Source: an optimization exercise on an open RTL-to-GDS flow (aim: small area and a short achievable clock period). Production flows keep margins and buffers that such runs may drop.
At most, simulation tests tie the RTL to the original design; equivalence was not proved.
Power is estimated from default activity; no workload was simulated.

Setup of run A:
==> flow/design.v <==
package wb_packer_pkg;
  localparam int BURST_LEN = 8;
  localparam int HW_W      = 16;
  localparam int DATA_W    = HW_W * BURST_LEN;
  localparam int IDX_W     = $clog2(BURST_LEN);
  localparam int SLOTS     = 16;    
endpackage
module wb_fifo #(
  parameter int SLOTS = 16,
  parameter int LANES = 8,
  parameter int HW_W  = 16
) (
  input  logic                    clk,
  input  logic [SLOTS*LANES-1:0]  we,      
  input  logic [LANES*HW_W-1:0]   din,     
  input  logic [SLOTS-1:0]        rsel,    
  output logic [LANES*HW_W-1:0]   dout
);
  logic [SLOTS-1:0][LANES-1:0][HW_W-1:0] mem;
  for (genvar j = 0; j < SLOTS; j++) begin : g_slot
    for (genvar l = 0; l < LANES; l++) begin : g_lane
      always_ff @(posedge clk) begin
        if (we[j*LANES+l]) mem[j][l] <= din[l*HW_W +: HW_W];
      end
    end
  end
  always_comb begin
    dout = '0;
    for (int j = 0; j < SLOTS; j++)
      dout = dout | ({(LANES*HW_W){rsel[j]}} & mem[j]);
  end
endmodule
module wb_packer #(
  parameter int DEPTH  = 16,
  parameter int ADDR_W = 16
) (
  input  logic              clk,
  input  logic              rst_n,
  input  logic              op_start,
  input  logic [ADDR_W-1:0] base_addr,
  input  logic              output_en,
  input  logic [wb_packer_pkg::HW_W-1:0] output_data,
  input  logic              gemm_finish,
  output logic              wr_valid,
  input  logic              wr_ready,
  output logic [wb_packer_pkg::DATA_W-1:0] wr_data,
  output logic [wb_packer_pkg::BURST_LEN-1:0] wr_strb,
  output logic [ADDR_W-1:0] wr_addr,
  output logic              wr_last,
  output logic              busy,
  output logic              overflow,
  output logic [15:0]       word_count
);
  localparam int NS    = wb_packer_pkg::SLOTS;
  localparam int LANES = wb_packer_pkg::BURST_LEN;
  localparam int HW_W  = wb_packer_pkg::HW_W;
  localparam int DW    = wb_packer_pkg::DATA_W;
  logic            gf_q, flush_pending;
  logic            fresh;       
  logic [LANES-1:0] lt;         
  logic [2:0]      pm;          
  logic [NS-1:0]   ws;          
  logic [NS-1:0]   rs;          
  logic [DEPTH:2]  qt;          
  logic [NS-1:0]   meta_last;   
  logic [NS-1:0][2:0] meta_m;   
  logic fin_rise, n8, nz, flush_go, push, acc, pop, load, avail, take, go;
  logic ring_has, full_q, up, down;
  logic [2:0] head_m;
  logic       head_last;
  logic [LANES-1:0] head_strb;
  assign ring_has = qt[2];
  assign full_q   = qt[DEPTH];
  assign fin_rise = gemm_finish & ~gf_q;
  assign n8       = ~lt[LANES-1];
  assign nz       = ~lt[0];
  assign go       = output_en & ~op_start;
  assign flush_go = flush_pending & ~output_en & ~op_start;
  assign push     = (go & n8) | (flush_go & nz);
  assign acc      = push & (~full_q | wr_ready);
  assign pop      = wr_valid & wr_ready;
  assign load     = ~wr_valid | wr_ready;
  assign avail    = ring_has | push;
  assign take     = load & avail;
  assign up       = acc & ~pop;
  assign down     = pop & ~acc;
  always_comb begin
    head_m    = pm;
    head_last = ~output_en;
    for (int j = 0; j < NS; j++) begin
      if (ring_has && rs[j]) begin
        head_m    = meta_m[j];
        head_last = meta_last[j];
      end
    end
    for (int l = 0; l < LANES; l++)
      head_strb[l] = avail & (3'(l) <= head_m);
  end
  logic [NS*LANES-1:0] we;
  logic [DW-1:0]       din, rd;
  logic [NS-1:0]       ws_next;    
  logic [LANES-1:0]    lane_in;    
  assign ws_next = {ws[NS-2:0], ws[NS-1]};
  logic roll_keep, roll_drop;
  assign roll_keep = go & n8 & (~full_q | wr_ready);
  assign roll_drop = go & n8 & full_q & ~wr_ready;
  always_comb begin
    for (int l = 0; l < LANES; l++) begin
      lane_in[l] = go & (n8 ? (l == 0) : (lt[l] & ((l == 0) | ~lt[(l+LANES-1)%LANES])));
      din[l*HW_W +: HW_W] = lane_in[l] ? output_data : '0;
    end
    for (int j = 0; j < NS; j++) begin
      we[j*LANES] = (ws[j] & lt[0]) | (roll_keep & ws_next[j]) | (roll_drop & ws[j]);
      for (int l = 1; l < LANES; l++)
        we[j*LANES+l] = ws[j] & lt[l];
    end
  end
  wb_fifo #(.SLOTS(NS), .LANES(LANES), .HW_W(HW_W)) u_fifo (
    .clk  (clk),
    .we   (we),
    .din  (din),
    .rsel (rs),
    .dout (rd)
  );
  always_ff @(posedge clk) begin
    for (int j = 0; j < NS; j++) begin
      if (ws[j]) begin
        meta_m[j]    <= pm;
        meta_last[j] <= ~output_en;
      end
    end
  end
  always_ff @(posedge clk or negedge rst_n) begin
    if (!rst_n) begin
      gf_q          <= 1'b0;
      fresh         <= 1'b0;
      flush_pending <= 1'b0;
      lt            <= '1;
      pm            <= 3'd7;
      ws            <= NS'(1);
      rs            <= NS'(1);
      qt            <= '0;
    end else begin
      gf_q  <= gemm_finish;
      fresh <= go & n8;
      if (op_start) begin
        lt            <= '1;
        pm            <= 3'd7;
        flush_pending <= 1'b0;
      end else if (output_en) begin
        lt <= n8 ? {{(LANES-1){1'b1}}, 1'b0} : {lt[LANES-2:0], 1'b0};
        pm <= pm + 3'd1;
        if (fin_rise) flush_pending <= 1'b1;
      end else begin
        if (flush_pending) begin
          lt <= '1;
          pm <= 3'd7;
        end
        flush_pending <= fin_rise;
      end
      if (acc)  ws <= ws_next;
      if (take) rs <= {rs[NS-2:0], rs[NS-1]};
      for (int k = 2; k <= DEPTH; k++) begin
        if (up)   qt[k] <= (k == 2) ? wr_valid : qt[k-1];
        if (down) qt[k] <= (k == DEPTH) ? 1'b0 : qt[k+1];
      end
    end
  end
  logic busy_d, nz_d, fp_d;
  assign nz_d   = ~op_start & (output_en | (nz & ~flush_pending));
  assign fp_d   = ~op_start & (output_en ? (flush_pending | fin_rise) : fin_rise);
  assign busy_d = nz_d | fp_d | (load ? avail : wr_valid);
  always_ff @(posedge clk or negedge rst_n) begin
    if (!rst_n) begin
      wr_valid <= 1'b0;
      wr_data  <= '0;
      wr_strb  <= '0;
      wr_last  <= 1'b0;
      busy     <= 1'b0;
    end else begin
      busy <= busy_d;
      if (load) begin
        wr_valid <= avail;
        wr_strb  <= head_strb;
        wr_last  <= avail & head_last;
        wr_data[HW_W-1:0]  <= avail ? rd[HW_W-1:0] : '0;
        wr_data[DW-1:HW_W] <= (avail & ~(fresh & ~ring_has)) ? rd[DW-1:HW_W] : '0;
      end
    end
  end
  always_ff @(posedge clk or negedge rst_n) begin
    if (!rst_n) begin
      wr_addr    <= '0;
      word_count <= '0;
      overflow   <= 1'b0;
    end else if (op_start) begin
      wr_addr    <= base_addr;
      word_count <= '0;
      overflow   <= 1'b0;
    end else begin
      if (pop) begin
        wr_addr <= wr_addr + 1'b1;
        if (word_count != 16'hFFFF) word_count <= word_count + 1'b1;
      end
      if (push && full_q && !wr_ready) overflow <= 1'b1;
    end
  end
endmodule
Settings: LEC_CHECK=0, CAP_MARGIN=20, CORE_MARGIN=2, CORE_UTILIZATION=60, CTS_CLUSTER_DIAMETER=100, CTS_CLUSTER_SIZE=24, SETUP_SLACK_MARGIN=2.65, SLEW_MARGIN=20; clock period 5.0 ns.
run.sh (not shown) runs the stock make flow with config.mk's settings and CLKGATE_MAP_FILE= SYNTH_SCRIPT=/design/flow/synth_recipe.tcl, a recipe that flattens the netlist after the stock synthesis.
Run A finished all stages; the layout is clean.
## Diff of input files: run B against run A
diff --git a/flow/design.v b/flow/design.v
--- a/flow/design.v
+++ b/flow/design.v
@@ -14,4 +14,5 @@
   input  logic [SLOTS*LANES-1:0]  we,      
   input  logic [LANES*HW_W-1:0]   din,     
+  input  logic [SLOTS-1:0]        rsel0,   
   input  logic [SLOTS-1:0]        rsel,    
   output logic [LANES*HW_W-1:0]   dout
@@ -28,5 +29,5 @@
     dout = '0;
     for (int j = 0; j < SLOTS; j++)
-      dout = dout | ({(LANES*HW_W){rsel[j]}} & mem[j]);
+      dout = dout | ({{((LANES-1)*HW_W){rsel[j]}}, {HW_W{rsel0[j]}}} & mem[j]);
   end
 endmodule
@@ -101,8 +102,8 @@
   logic [NS-1:0]       ws_next;    
   logic [LANES-1:0]    lane_in;    
+  logic [NS-1:0]       rs_lo, rs_hi;
+  assign rs_lo = rs & {NS{take}};
+  assign rs_hi = rs & {NS{take & ~(fresh & ~ring_has)}};
   assign ws_next = {ws[NS-2:0], ws[NS-1]};
-  logic roll_keep, roll_drop;
-  assign roll_keep = go & n8 & (~full_q | wr_ready);
-  assign roll_drop = go & n8 & full_q & ~wr_ready;
   always_comb begin
     for (int l = 0; l < LANES; l++) begin
@@ -111,5 +112,6 @@
     end
     for (int j = 0; j < NS; j++) begin
-      we[j*LANES] = (ws[j] & lt[0]) | (roll_keep & ws_next[j]) | (roll_drop & ws[j]);
+      we[j*LANES] = (ws[j] & lt[0]) |
+                    (go & n8 & (acc ? ws_next[j] : ws[j]));
       for (int l = 1; l < LANES; l++)
         we[j*LANES+l] = ws[j] & lt[l];
@@ -120,5 +122,6 @@
     .we   (we),
     .din  (din),
-    .rsel (rs),
+    .rsel0(rs_lo),
+    .rsel (rs_hi),
     .dout (rd)
   );
@@ -179,11 +182,10 @@
       busy     <= 1'b0;
     end else begin
-      busy <= busy_d;
+      busy    <= busy_d;
+      wr_data <= rd | ({DW{~load}} & wr_data);
       if (load) begin
         wr_valid <= avail;
         wr_strb  <= head_strb;
         wr_last  <= avail & head_last;
-        wr_data[HW_W-1:0]  <= avail ? rd[HW_W-1:0] : '0;
-        wr_data[DW-1:HW_W] <= (avail & ~(fresh & ~ring_has)) ? rd[DW-1:HW_W] : '0;
       end
     end
--- outcome ---
Comparing run A against run B, there is no change at all in max-capacitance violation count.
Hold slack: run B vs run A down 0.023 ns
Going from run A to run B, total power of the final layout grows by 2.9 mW.
Row via count normalized by instance count: run B higher / run A lower
Per the comparison of run B with run A, fraction of met1 tracks used by global routing rose 7.3 points, wire length of the first global-routing pass went up by 61000 µm, final cell count higher.
Between run B and run A, the difference in initial standard-cell utilization of the core is negligible.
Of run B and run A, the run reporting the higher tightest slew margin relative to the limit was run A.
The RTL of run B was laid out without a check of its function.

==> afterwards: timing with drivers on the ports <==
Ports are ideal in the flow. The routed layouts listed here were re-timed in OpenROAD.
Step 1 assumes that a clkbuf_16 drives the clock port and a buf_2 every other input.
Step 2 also shifts input and output timing later by t, the mid clock arrival at the registers, as if the neighbouring blocks saw the same clock.
Slacks: ideal / step 1 / step 2; pairs: ideal / step 1.
run | shift t [ns] | slack for setup (ns) | worst slew at a driven data input, ns
run A | 0.849 | 2.550 / 2.461 / 1.854 | 0.05
run B | 0.860 | 2.216 / 2.216 / 1.494 | 0.06
After both steps every run listed still meets setup and hold. The setup slack of run B, which loses most, moves by 0.000 ns with the drivers and by -0.722 ns with both steps.
